Background: an optimization exercise with open tools, aiming at small area. Do not read the settings as production practice.
In this exercise RTL edits were held to simulation tests only and were not proved equivalent to the original.

==> sierra: inputs <==
Design correlator_top, start of the top module:
module correlator_top
(
  input  logic                 clk_in,
  input  logic                 i_rst,
  input  logic                 i_pdm_valid,
  input  logic [3-1:0] i_pdm_bits,
  output logic                 o_acc_valid,
  output logic [(((3 * (3 - 1) / 2) > 1) ? $clog2((3 * (3 - 1) / 2)) : 1)-1:0]              o_acc_bl,
  output logic [((8 > 1) ? $clog2(8) : 1)-1:0]             o_acc_lag,
  output logic signed [48-1:0]                 o_acc_data,
  output logic                 o_acc_last
);
export LEC_CHECK = 0
export ABC_AREA = 1
export CAP_MARGIN = 10
export CORE_MARGIN = 2
export CORE_UTILIZATION = 55
export SLEW_MARGIN = 10
create_clock -name core_clock -period 20.0 [get_ports {clk_in}]
standard.sh (not shown) runs the stock make flow with config.mk's settings and CLKGATE_MAP_FILE= SYNTH_SCRIPT=/design/flow/synth_recipe.tcl, a recipe that flattens the netlist after the stock synthesis.
==> flow/flow/run.sh <==
#!/bin/bash
# Standard layout with these changes to how it is made:
#  - synthesis maps logic with an area-oriented ABC script (flow/abc_area.script,
#    used through ABC_AREA=1) from a copy of the ORFS scripts folder;
#  - after synthesis, flow/postsynth.py maps the combinational logic again
#    (registers, adders and their names untouched) and keeps the smaller netlist;
#  - the clock tree uses small leaf clusters of clkbuf_4 and no dummy loads;
#  - ports are buffered with buf_1.
# Each tool's output goes to a log file in this folder.
set -euo pipefail
HERE=$(pwd)
rm -rf "$HERE/scripts_mod" "$HERE/post"
cp -r "$FLOW_HOME/scripts" "$HERE/scripts_mod"
cp "$HERE/flow/abc_area.script" "$HERE/scripts_mod/abc_area.script"
CTS="-sink_clustering_enable -repair_clock_nets -dont_use_dummy_load -sink_clustering_size 8 -sink_clustering_max_diameter 80 -buf_list sky130_fd_sc_hd__clkbuf_4"
ARGS=("SCRIPTS_DIR=$HERE/scripts_mod" "CTS_ARGS=$CTS" "BUFFER_PORTS_ARGS=-buffer_cell sky130_fd_sc_hd__buf_1")
bash standard.sh "${ARGS[@]}" synth > make_synth.log 2>&1
RES="$HERE/orfs/results/$FLOW_PLATFORM/correlator_top/base"
LIB="$FLOW_HOME/platforms/$FLOW_PLATFORM/lib/sky130_fd_sc_hd__tt_025C_1v80.lib"
if [[ -x "$FLOW_HOME/../tools/install/yosys/bin/yosys" ]]; then
  export YOSYS_BIN="$FLOW_HOME/../tools/install/yosys/bin/yosys"
fi
cp "$RES/1_2_yosys.v" "$HERE/1_2_yosys.std.v"
python3 "$HERE/flow/postsynth.py" "$LIB" "$FLOW_TOP" "$HERE/1_2_yosys.std.v" "$HERE/1_2_yosys.post.v" \
  "$HERE/post" 6 "$HERE/flow/reabc1.script,$HERE/flow/reabc2.script,$HERE/flow/reabc3.script" \
  > postsynth.log 2>&1
cp "$HERE/1_2_yosys.post.v" "$RES/1_2_yosys.v"
rm -f "$RES/1_synth.odb" "$RES/1_synth.sdc"
bash standard.sh "${ARGS[@]}" finish > make_finish.log 2>&1
Other scripts of this flow, unchanged in this note and not shown: flow/flow/abc_area.script, flow/flow/fa_polarity.py, flow/flow/gen_cells.py, flow/flow/postsynth.py, flow/flow/reabc.ys.tpl, flow/flow/reabc1.script, flow/flow/reabc2.script, flow/flow/reabc3.script
==> inputs of umber, as changes to sierra <==
--- a/flow/design.v
+++ b/flow/design.v
@@ -14,15 +14,15 @@
     for (int i = 0; i < 9; i++) begin
       logic q0, q1, q2, one, two;
       q0    = b_ext[2*i];
       q1    = b_ext[2*i+1];
       q2    = b_ext[2*i+2];
       ng[i] = q2 & ~(q1 & q0);
       one   = q1 ^ q0;
-      two   = (q2 & ~q1 & ~q0) | (~q2 & q1 & q0);
+      two   = (i == 8) ? 1'b0 : ((q2 & ~q1 & ~q0) | (~q2 & q1 & q0));
       for (int j = 0; j < 19; j++) begin
         pp[i][j] = ((one & ((j < 18) ? a[j] : a[17])) | (two & ((j > 0) ? a[j-1] : 1'b0))) ^ ng[i];
       end
     end
   end
   logic [411:0] w;
   assign w[0] = acc_in[14] ^ pp[0][14];
@@ -465,15 +465,15 @@
       4'd8: hrom0 = 20'd330;
       4'd9: hrom0 = 20'd210;
       4'd10: hrom0 = 20'd126;
       4'd11: hrom0 = 20'd70;
       4'd12: hrom0 = 20'd35;
       4'd13: hrom0 = 20'd15;
       4'd14: hrom0 = 20'd5;
-      4'd15: hrom0 = 20'd4840;
+      4'd15: hrom0 = 20'd1;
       default: hrom0 = '0;
     endcase
   endfunction
   function automatic logic [19:0] hrom1(input logic [3:0] r);
     case (r)
       4'd0: hrom1 = 20'd32980;
       4'd1: hrom1 = 20'd31076;
@@ -486,15 +486,15 @@
       4'd8: hrom1 = 20'd15900;
       4'd9: hrom1 = 20'd13900;
       4'd10: hrom1 = 20'd12020;
       4'd11: hrom1 = 20'd10276;
       4'd12: hrom1 = 20'd8680;
       4'd13: hrom1 = 20'd7240;
       4'd14: hrom1 = 20'd5960;
-      4'd15: hrom1 = 20'd34690;
+      4'd15: hrom1 = 20'd4840;
       default: hrom1 = '0;
     endcase
   endfunction
   function automatic logic [19:0] hrom2(input logic [3:0] r);
     case (r)
       4'd0: hrom2 = 20'd26860;
       4'd1: hrom2 = 20'd29020;
@@ -507,15 +507,15 @@
       4'd8: hrom2 = 20'd38960;
       4'd9: hrom2 = 20'd39280;
       4'd10: hrom2 = 20'd39280;
       4'd11: hrom2 = 20'd38960;
       4'd12: hrom2 = 20'd38326;
       4'd13: hrom2 = 20'd37390;
       4'd14: hrom2 = 20'd36170;
-      4'd15: hrom2 = 20'd24640;
+      4'd15: hrom2 = 20'd34690;
       default: hrom2 = '0;
     endcase
   endfunction
   function automatic logic [17:0] hrom3(input logic [3:0] r);
     case (r)
       4'd0: hrom3 = 18'd1820;
       4'd1: hrom3 = 18'd2380;
@@ -528,87 +528,88 @@
       4'd8: hrom3 = 18'd10276;
       4'd9: hrom3 = 18'd12020;
       4'd10: hrom3 = 18'd13900;
       4'd11: hrom3 = 18'd15900;
       4'd12: hrom3 = 18'd18000;
       4'd13: hrom3 = 18'd20176;
       4'd14: hrom3 = 18'd22400;
-      4'd15: hrom3 = 18'd1365;
+      4'd15: hrom3 = 18'd24640;
       default: hrom3 = '0;
     endcase
   endfunction
-  function automatic logic [11:0] hrom4(input logic [3:0] r);
+  function automatic logic [12:0] hrom4(input logic [3:0] r);
     case (r)
-      4'd0: hrom4 = 12'd0;
-      4'd1: hrom4 = 12'd0;
-      4'd2: hrom4 = 12'd0;
-      4'd3: hrom4 = 12'd0;
-      4'd4: hrom4 = 12'd1;
-      4'd5: hrom4 = 12'd5;
-      4'd6: hrom4 = 12'd15;
-      4'd7: hrom4 = 12'd35;
-      4'd8: hrom4 = 12'd70;
-      4'd9: hrom4 = 12'd126;
-      4'd10: hrom4 = 12'd210;
-      4'd11: hrom4 = 12'd330;
-      4'd12: hrom4 = 12'd495;
-      4'd13: hrom4 = 12'd715;
-      4'd14: hrom4 = 12'd1001;
-      4'd15: hrom4 = 12'd0;
+      4'd0: hrom4 = 13'd0;
+      4'd1: hrom4 = 13'd0;
+      4'd2: hrom4 = 13'd0;
+      4'd3: hrom4 = 13'd0;
+      4'd4: hrom4 = 13'd1;
+      4'd5: hrom4 = 13'd5;
+      4'd6: hrom4 = 13'd15;
+      4'd7: hrom4 = 13'd35;
+      4'd8: hrom4 = 13'd70;
+      4'd9: hrom4 = 13'd126;
+      4'd10: hrom4 = 13'd210;
+      4'd11: hrom4 = 13'd330;
+      4'd12: hrom4 = 13'd495;
+      4'd13: hrom4 = 13'd715;
+      4'd14: hrom4 = 13'd1001;
+      4'd15: hrom4 = 13'd1365;
       default: hrom4 = '0;
     endcase
   endfunction
   logic [1:0]  phase;       
   logic [1:0]  pend;        
   logic [2:0]  bits_q;
   logic [3:0]  r_cnt;       
-  logic [3:0]  r_proc;      
   logic [1:0]  s_cnt;       
   logic [19:0] a0 [3];
   logic [19:0] a1 [3];
   logic [19:0] a2 [3];
   logic [17:0] a3 [3];
-  logic [11:0] a4 [3];
-  logic        busy, b, last;
+  logic [12:0] a4 [3];
+  logic        busy, b, first, last;
   logic [3:0]  r_sel;
   logic [19:0] n0, n1, n2;
   logic [17:0] n3;
-  logic [11:0] n4;
+  logic [12:0] n4;
   logic [20:0] y;
   logic [17:0] smp;
   assign busy  = i_pdm_valid || (pend != 2'd0);
   assign b     = i_pdm_valid ? i_pdm_bits[phase] : (busy & bits_q[phase]);
-  assign r_sel = i_pdm_valid ? r_cnt : r_proc;
+  assign r_sel = i_pdm_valid ? r_cnt : r_cnt - 4'd1;
+  assign first = busy && (r_sel == 4'd0);
   assign last  = busy && (r_sel == 4'd15);
-  function automatic logic [19:0] rca20(input logic [19:0] x, input logic [19:0] z);
+  function automatic logic [20:0] rca20(input logic [19:0] x, input logic [19:0] z);
     logic c;
     c = 1'b0;
     for (int i = 0; i < 20; i++) begin
       rca20[i] = x[i] ^ z[i] ^ c;
       c = (x[i] & z[i]) | (c & (x[i] ^ z[i]));
     end
+    rca20[20] = c;
   endfunction
   logic [2:0]  fresh;
   logic        fr;
   logic [19:0] s0, s1, s2;
   logic [17:0] s3;
-  logic [11:0] s4;
+  logic [12:0] s4;
   assign fr = fresh[phase];
   always_comb begin
-    s0 = fr ? 20'd516536 : (last ? a1[0] : a0[0]);
-    s1 = fr ? 20'd374552 : (last ? a2[0] : a1[0]);
-    s2 = fr ? 20'd89768  : (last ? 20'(a3[0]) : a2[0]);
-    s3 = fr ? 18'd2184   : (last ? 18'(a4[0]) : a3[0]);
-    s4 = (fr || last) ? 12'd0 : a4[0];
-    n0 = rca20(s0, b ? hrom0(r_sel) : 20'd0);
-    n1 = rca20(s1, b ? hrom1(r_sel) : 20'd0);
-    n2 = rca20(s2, b ? hrom2(r_sel) : 20'd0);
+    s0 = fr ? 20'd516536 : (first ? a1[0] : a0[0]);
+    s1 = fr ? 20'd374552 : (first ? a2[0] : a1[0]);
+    s2 = fr ? 20'd89768  : (first ? 20'(a3[0]) : a2[0]);
+    s3 = fr ? 18'd2184   : (first ? 18'(a4[0]) : a3[0]);
+    s4 = (fr || first) ? 13'd0 : a4[0];
+    y  = rca20(s0, b ? hrom0(r_sel) : 20'd0);
+    n0 = y[19:0];
+    n1 = 20'(rca20(s1, b ? hrom1(r_sel) : 20'd0));
+    n2 = 20'(rca20(s2, b ? hrom2(r_sel) : 20'd0));
     n3 = 18'(rca20(20'(s3), b ? 20'(hrom3(r_sel)) : 20'd0));
-    n4 = 12'(rca20(20'(s4), b ? 20'(hrom4(r_sel)) : 20'd0));
-    y  = 21'(a0[0]) + 21'(b);
+    n4 = 13'(rca20(20'(s4), b ? 20'(hrom4(r_sel)) : 20'd0));
     smp = {y[20:19] - 2'd1, y[18:3]};
   end
   always_ff @(posedge clk_in) begin
     if (i_rst) begin
       phase  <= 2'd0;
       pend   <= 2'd0;
       r_cnt  <= 4'd0;
@@ -632,48 +633,73 @@
     a2[0] <= a2[1]; a2[1] <= a2[2]; a2[2] <= n2;
     a3[0] <= a3[1]; a3[1] <= a3[2]; a3[2] <= n3;
     a4[0] <= a4[1]; a4[1] <= a4[2]; a4[2] <= n4;
   end
   always_ff @(posedge clk_in) begin
     if (i_pdm_valid) begin
       bits_q <= i_pdm_bits;
-      r_proc <= r_cnt;
     end
   end
-  logic signed [17:0] h0 [5];
-  logic signed [17:0] h1 [11];
-  logic signed [17:0] h2 [12];
+  localparam int N0 = 4;
+  localparam int N1 = 10;
+  localparam int N2 = 12;
+  logic signed [17:0] r0 [N0];
+  logic signed [17:0] r1 [N1];
+  logic signed [17:0] r2 [N2];
+  logic signed [17:0] hold0, hold1, hold2;
+  logic        pend0, pend1, pend2;
+  logic [3:0]  q0, q1, q2;
+  logic        wr0, wr1, wr2;
   logic        push0, push1, push2;
   assign push0 = last && (phase == 2'd0);
   assign push1 = last && (phase == 2'd1);
   assign push2 = last && (phase == 2'd2);
   always_ff @(posedge clk_in) begin
-    if (push0) begin
-      h0[0] <= smp;
-      for (int k = 1; k < 5; k++) h0[k] <= h0[k-1];
-    end
-    if (push1) begin
-      h1[0] <= smp;
-      for (int k = 1; k < 11; k++) h1[k] <= h1[k-1];
-    end
-    if (push2) begin
-      h2[0] <= smp;
-      for (int k = 1; k < 12; k++) h2[k] <= h2[k-1];
+    if (push0) hold0 <= smp;
+    if (push1) hold1 <= smp;
+    if (push2) hold2 <= smp;
+  end
+  always_ff @(posedge clk_in) begin
+    for (int k = 0; k < N0 - 1; k++) r0[k] <= r0[k+1];
+    r0[N0-1] <= wr0 ? hold0 : r0[0];
+    for (int k = 0; k < N1 - 1; k++) r1[k] <= r1[k+1];
+    r1[N1-1] <= wr1 ? hold1 : r1[0];
+    for (int k = 0; k < N2 - 1; k++) r2[k] <= r2[k+1];
+    r2[N2-1] <= wr2 ? hold2 : r2[0];
+  end
+  always_ff @(posedge clk_in) begin
+    if (i_rst) begin
+      pend0 <= 1'b0;
+      pend1 <= 1'b0;
+      pend2 <= 1'b0;
+      q0    <= 4'(N0 - 1);
+      q1    <= 4'(N1 - 1);
+      q2    <= 4'(N2 - 1);
+    end else begin
+      pend0 <= push0 || (pend0 && !wr0);
+      pend1 <= push1 || (pend1 && !wr1);
+      pend2 <= push2 || (pend2 && !wr2);
+      q0    <= (wr0 || q0 == 4'd0) ? 4'(N0 - 1) : q0 - 4'd1;
+      q1    <= (wr1 || q1 == 4'd0) ? 4'(N1 - 1) : q1 - 4'd1;
+      q2    <= (wr2 || q2 == 4'd0) ? 4'(N2 - 1) : q2 - 4'd1;
     end
   end
   logic        act, run, vld;
   logic [1:0]  t;
   logic [2:0]  lag;
   logic [1:0]  bl;
   logic [1:0]  pc;           
   logic [1:0]  d0, d1, d2;   
   logic [35:0] acc;
   logic        start;
   assign start = i_pdm_valid && (r_cnt == 4'd15) && (s_cnt == 2'd3);
   assign run   = act || start;
+  assign wr0 = pend0 && (q0 == 4'(N0 - 1)) && !(run && d0 == 2'd2 && bl != 2'd2);
+  assign wr1 = pend1 && (q1 == 4'(N1 - 1)) && !(run && bl == 2'd0);
+  assign wr2 = pend2 && (q2 == 4'(N2 - 1));
   always_ff @(posedge clk_in) begin
     if (i_rst) begin
       act <= 1'b0;
       vld <= 1'b0;
       t   <= 2'd0;
       lag <= 3'd0;
       bl  <= 2'd0;
@@ -707,23 +733,36 @@
       d2 <= d2 + 2'(push2);
     end else begin
       d0 <= 2'd0;
       d1 <= 2'd0;
       d2 <= 2'd0;
     end
   end
-  logic [2:0] pos_a;
-  logic [3:0] pos_b;
+  logic [3:0] si0, si1, si2;
+  logic signed [5:0] pp0, pp1, pp2;
+  logic [1:0] ad0;
+  logic [3:0] ad1, ad2;
+  logic signed [17:0] rd0, rd1, rd2;
   logic signed [17:0] op_a, op_b;
   logic       neg;
   always_comb begin
-    pos_a = 3'd2 - 3'(t) + ((bl == 2'd2) ? 3'(d1) : 3'(d0));
-    pos_b = 4'd2 + 4'(lag) - 4'(t) + ((bl == 2'd0) ? 4'(d1) : 4'(d2));
-    op_a  = (bl == 2'd2) ? h1[pos_a] : h0[pos_a];
-    op_b  = (bl == 2'd0) ? h1[pos_b] : h2[pos_b];
+    si0   = 4'd2 - 4'(t) + 4'(d0);
+    si1   = 4'd2 - 4'(t) + 4'(d1) + ((bl == 2'd0) ? 4'(lag) : 4'd0);
+    si2   = 4'd2 - 4'(t) + 4'(d2) + 4'(lag);
+    pp0   = 6'(q0) - 6'(si0) + 6'(pend0);
+    pp1   = 6'(q1) - 6'(si1) + 6'(pend1);
+    pp2   = 6'(q2) - 6'(si2) + 6'(pend2);
+    ad0   = 2'(pp0);
+    ad1   = (pp1 < 0) ? 4'(pp1 + 6'(N1)) : 4'(pp1);
+    ad2   = (pp2 < 0) ? 4'(pp2 + 6'(N2)) : 4'(pp2);
+    rd0   = (pend0 && si0 == 4'd0) ? hold0 : r0[ad0];
+    rd1   = (pend1 && si1 == 4'd0) ? hold1 : r1[ad1];
+    rd2   = (pend2 && si2 == 4'd0) ? hold2 : r2[ad2];
+    op_a  = (bl == 2'd2) ? rd1 : rd0;
+    op_b  = (bl == 2'd0) ? rd1 : rd2;
     neg   = ((pc == 2'd1) && (3'(t) < lag)) || ((pc == 2'd2) && (3'(t) + 3'd4 < lag));
     if (neg) op_b = '0;
   end
   localparam logic [35:0] K4 = 36'd45813334016;
   logic [35:0] sum;
   corr_mac mac_i (
     .a      (op_a),
--- a/flow/flow/run.sh
+++ b/flow/flow/run.sh
@@ -18,12 +18,12 @@
 RES="$HERE/orfs/results/$FLOW_PLATFORM/correlator_top/base"
 LIB="$FLOW_HOME/platforms/$FLOW_PLATFORM/lib/sky130_fd_sc_hd__tt_025C_1v80.lib"
 if [[ -x "$FLOW_HOME/../tools/install/yosys/bin/yosys" ]]; then
   export YOSYS_BIN="$FLOW_HOME/../tools/install/yosys/bin/yosys"
 fi
 cp "$RES/1_2_yosys.v" "$HERE/1_2_yosys.std.v"
 python3 "$HERE/flow/postsynth.py" "$LIB" "$FLOW_TOP" "$HERE/1_2_yosys.std.v" "$HERE/1_2_yosys.post.v" \
-  "$HERE/post" 6 "$HERE/flow/reabc1.script,$HERE/flow/reabc2.script,$HERE/flow/reabc3.script" \
+  "$HERE/post" 10 "$HERE/flow/reabc1.script,$HERE/flow/reabc2.script,$HERE/flow/reabc3.script" \
   > postsynth.log 2>&1
 cp "$HERE/1_2_yosys.post.v" "$RES/1_2_yosys.v"
 rm -f "$RES/1_synth.odb" "$RES/1_synth.sdc"
 bash standard.sh "${ARGS[@]}" finish > make_finish.log 2>&1
==> inputs of onyx, as changes to sierra <==
--- a/flow/design.v
+++ b/flow/design.v
@@ -14,15 +14,15 @@
     for (int i = 0; i < 9; i++) begin
       logic q0, q1, q2, one, two;
       q0    = b_ext[2*i];
       q1    = b_ext[2*i+1];
       q2    = b_ext[2*i+2];
       ng[i] = q2 & ~(q1 & q0);
       one   = q1 ^ q0;
-      two   = (q2 & ~q1 & ~q0) | (~q2 & q1 & q0);
+      two   = (i == 8) ? 1'b0 : ((q2 & ~q1 & ~q0) | (~q2 & q1 & q0));
       for (int j = 0; j < 19; j++) begin
         pp[i][j] = ((one & ((j < 18) ? a[j] : a[17])) | (two & ((j > 0) ? a[j-1] : 1'b0))) ^ ng[i];
       end
     end
   end
   logic [411:0] w;
   assign w[0] = acc_in[14] ^ pp[0][14];
@@ -557,15 +557,14 @@
       default: hrom4 = '0;
     endcase
   endfunction
   logic [1:0]  phase;       
   logic [1:0]  pend;        
   logic [2:0]  bits_q;
   logic [3:0]  r_cnt;       
-  logic [3:0]  r_proc;      
   logic [1:0]  s_cnt;       
   logic [19:0] a0 [3];
   logic [19:0] a1 [3];
   logic [19:0] a2 [3];
   logic [17:0] a3 [3];
   logic [11:0] a4 [3];
   logic        busy, b, last;
@@ -573,15 +572,15 @@
   logic [19:0] n0, n1, n2;
   logic [17:0] n3;
   logic [11:0] n4;
   logic [20:0] y;
   logic [17:0] smp;
   assign busy  = i_pdm_valid || (pend != 2'd0);
   assign b     = i_pdm_valid ? i_pdm_bits[phase] : (busy & bits_q[phase]);
-  assign r_sel = i_pdm_valid ? r_cnt : r_proc;
+  assign r_sel = i_pdm_valid ? r_cnt : r_cnt - 4'd1;
   assign last  = busy && (r_sel == 4'd15);
   function automatic logic [19:0] rca20(input logic [19:0] x, input logic [19:0] z);
     logic c;
     c = 1'b0;
     for (int i = 0; i < 20; i++) begin
       rca20[i] = x[i] ^ z[i] ^ c;
       c = (x[i] & z[i]) | (c & (x[i] ^ z[i]));
@@ -632,48 +631,73 @@
     a2[0] <= a2[1]; a2[1] <= a2[2]; a2[2] <= n2;
     a3[0] <= a3[1]; a3[1] <= a3[2]; a3[2] <= n3;
     a4[0] <= a4[1]; a4[1] <= a4[2]; a4[2] <= n4;
   end
   always_ff @(posedge clk_in) begin
     if (i_pdm_valid) begin
       bits_q <= i_pdm_bits;
-      r_proc <= r_cnt;
     end
   end
-  logic signed [17:0] h0 [5];
-  logic signed [17:0] h1 [11];
-  logic signed [17:0] h2 [12];
+  localparam int N0 = 4;
+  localparam int N1 = 10;
+  localparam int N2 = 12;
+  logic signed [17:0] r0 [N0];
+  logic signed [17:0] r1 [N1];
+  logic signed [17:0] r2 [N2];
+  logic signed [17:0] hold0, hold1, hold2;
+  logic        pend0, pend1, pend2;
+  logic [3:0]  q0, q1, q2;
+  logic        wr0, wr1, wr2;
   logic        push0, push1, push2;
   assign push0 = last && (phase == 2'd0);
   assign push1 = last && (phase == 2'd1);
   assign push2 = last && (phase == 2'd2);
   always_ff @(posedge clk_in) begin
-    if (push0) begin
-      h0[0] <= smp;
-      for (int k = 1; k < 5; k++) h0[k] <= h0[k-1];
-    end
-    if (push1) begin
-      h1[0] <= smp;
-      for (int k = 1; k < 11; k++) h1[k] <= h1[k-1];
-    end
-    if (push2) begin
-      h2[0] <= smp;
-      for (int k = 1; k < 12; k++) h2[k] <= h2[k-1];
+    if (push0) hold0 <= smp;
+    if (push1) hold1 <= smp;
+    if (push2) hold2 <= smp;
+  end
+  always_ff @(posedge clk_in) begin
+    for (int k = 0; k < N0 - 1; k++) r0[k] <= r0[k+1];
+    r0[N0-1] <= wr0 ? hold0 : r0[0];
+    for (int k = 0; k < N1 - 1; k++) r1[k] <= r1[k+1];
+    r1[N1-1] <= wr1 ? hold1 : r1[0];
+    for (int k = 0; k < N2 - 1; k++) r2[k] <= r2[k+1];
+    r2[N2-1] <= wr2 ? hold2 : r2[0];
+  end
+  always_ff @(posedge clk_in) begin
+    if (i_rst) begin
+      pend0 <= 1'b0;
+      pend1 <= 1'b0;
+      pend2 <= 1'b0;
+      q0    <= 4'(N0 - 1);
+      q1    <= 4'(N1 - 1);
+      q2    <= 4'(N2 - 1);
+    end else begin
+      pend0 <= push0 || (pend0 && !wr0);
+      pend1 <= push1 || (pend1 && !wr1);
+      pend2 <= push2 || (pend2 && !wr2);
+      q0    <= (wr0 || q0 == 4'd0) ? 4'(N0 - 1) : q0 - 4'd1;
+      q1    <= (wr1 || q1 == 4'd0) ? 4'(N1 - 1) : q1 - 4'd1;
+      q2    <= (wr2 || q2 == 4'd0) ? 4'(N2 - 1) : q2 - 4'd1;
     end
   end
   logic        act, run, vld;
   logic [1:0]  t;
   logic [2:0]  lag;
   logic [1:0]  bl;
   logic [1:0]  pc;           
   logic [1:0]  d0, d1, d2;   
   logic [35:0] acc;
   logic        start;
   assign start = i_pdm_valid && (r_cnt == 4'd15) && (s_cnt == 2'd3);
   assign run   = act || start;
+  assign wr0 = pend0 && (q0 == 4'(N0 - 1)) && !(run && d0 == 2'd2 && bl != 2'd2);
+  assign wr1 = pend1 && (q1 == 4'(N1 - 1)) && !(run && bl == 2'd0);
+  assign wr2 = pend2 && (q2 == 4'(N2 - 1));
   always_ff @(posedge clk_in) begin
     if (i_rst) begin
       act <= 1'b0;
       vld <= 1'b0;
       t   <= 2'd0;
       lag <= 3'd0;
       bl  <= 2'd0;
@@ -707,23 +731,36 @@
       d2 <= d2 + 2'(push2);
     end else begin
       d0 <= 2'd0;
       d1 <= 2'd0;
       d2 <= 2'd0;
     end
   end
-  logic [2:0] pos_a;
-  logic [3:0] pos_b;
+  logic [3:0] si0, si1, si2;
+  logic signed [5:0] pp0, pp1, pp2;
+  logic [1:0] ad0;
+  logic [3:0] ad1, ad2;
+  logic signed [17:0] rd0, rd1, rd2;
   logic signed [17:0] op_a, op_b;
   logic       neg;
   always_comb begin
-    pos_a = 3'd2 - 3'(t) + ((bl == 2'd2) ? 3'(d1) : 3'(d0));
-    pos_b = 4'd2 + 4'(lag) - 4'(t) + ((bl == 2'd0) ? 4'(d1) : 4'(d2));
-    op_a  = (bl == 2'd2) ? h1[pos_a] : h0[pos_a];
-    op_b  = (bl == 2'd0) ? h1[pos_b] : h2[pos_b];
+    si0   = 4'd2 - 4'(t) + 4'(d0);
+    si1   = 4'd2 - 4'(t) + 4'(d1) + ((bl == 2'd0) ? 4'(lag) : 4'd0);
+    si2   = 4'd2 - 4'(t) + 4'(d2) + 4'(lag);
+    pp0   = 6'(q0) - 6'(si0) + 6'(pend0);
+    pp1   = 6'(q1) - 6'(si1) + 6'(pend1);
+    pp2   = 6'(q2) - 6'(si2) + 6'(pend2);
+    ad0   = 2'(pp0);
+    ad1   = (pp1 < 0) ? 4'(pp1 + 6'(N1)) : 4'(pp1);
+    ad2   = (pp2 < 0) ? 4'(pp2 + 6'(N2)) : 4'(pp2);
+    rd0   = (pend0 && si0 == 4'd0) ? hold0 : r0[ad0];
+    rd1   = (pend1 && si1 == 4'd0) ? hold1 : r1[ad1];
+    rd2   = (pend2 && si2 == 4'd0) ? hold2 : r2[ad2];
+    op_a  = (bl == 2'd2) ? rd1 : rd0;
+    op_b  = (bl == 2'd0) ? rd1 : rd2;
     neg   = ((pc == 2'd1) && (3'(t) < lag)) || ((pc == 2'd2) && (3'(t) + 3'd4 < lag));
     if (neg) op_b = '0;
   end
   localparam logic [35:0] K4 = 36'd45813334016;
   logic [35:0] sum;
   corr_mac mac_i (
     .a      (op_a),
==> flow_metrics.env <==
export IMPL_holdWs_ps=269
export IMPL_taps=846
export IMPL_dr_total_vias=24483
export IMPL_clock_area_share_pct=2.37
export IMPL_status="complete, no violations"
export IMPL_wl_per_cell_um=22.0
export IMPL_drive_gt1_share_pct=9.67
export IMPL_p_sw_uw=3210
export IMPL_min_delay_start="r2[10][3]"
The numbers above come from umber.

==> flow_metrics.env <==
export IMPL_holdWs_ps=288
export IMPL_clock_area_share_pct=2.32
export IMPL_min_delay_start="r2[4][0]"
export IMPL_drive_gt1_share_pct=10.6
export IMPL_vias_per_cell=5.95
export IMPL_status="complete, no violations"
export IMPL_p_sw_uw=1750
export IMPL_dr_total_vias=23941
The numbers above come from onyx.

==> flow_metrics.env <==
export IMPL_status="complete, no violations"
export IMPL_p_sw_uw=831
export IMPL_wl_per_cell_um=25.6
export IMPL_drive_gt1_share_pct=8.36
export IMPL_min_delay_start="a0[2][11]"
export IMPL_clock_area_share_pct=2.13
export IMPL_taps=931
export IMPL_dr_total_vias=25738
The numbers above come from sierra.

## static timing again, ports no longer ideal
Ports are ideal in the flow. The routed layouts listed here were re-timed in OpenROAD. Step 1 (the two cells are an assumption about what drives the block):
set clk [get_ports {clk_in}]
set_driving_cell -lib_cell sky130_fd_sc_hd__clkbuf_16 $clk
set_driving_cell -lib_cell sky130_fd_sc_hd__buf_2 [delete_from_list [all_inputs] $clk]
Step 2 moves the port delays by t, midway between the first and last clock arrival at a register: inputs arrive t later, outputs are due t later. That takes back most of the time a late clock gives input paths. Slacks: no drivers / after step 1 / after step 2; pairs: no drivers / after step 1.
| run | t (ns) | setup slack, ns | hold WS [ns] | worst setup path after step 2 | latest minus earliest clock arrival (ns) |
|---|---|---|---|---|---|
| sierra | 0.951 | 0.705 / 0.705 / 0.705 | 0.227 / 0.227 / 0.227 | register to register | 0.139 / 0.139 |
| umber | 0.952 | 0.700 / 0.700 / 0.700 | 0.269 / 0.269 / 0.269 | register to register | 0.103 / 0.103 |
| onyx | 0.959 | 0.670 / 0.670 / 0.670 | 0.288 / 0.288 / 0.288 | register to register | 0.137 / 0.136 |
After both steps setup and hold are still met in every run listed.
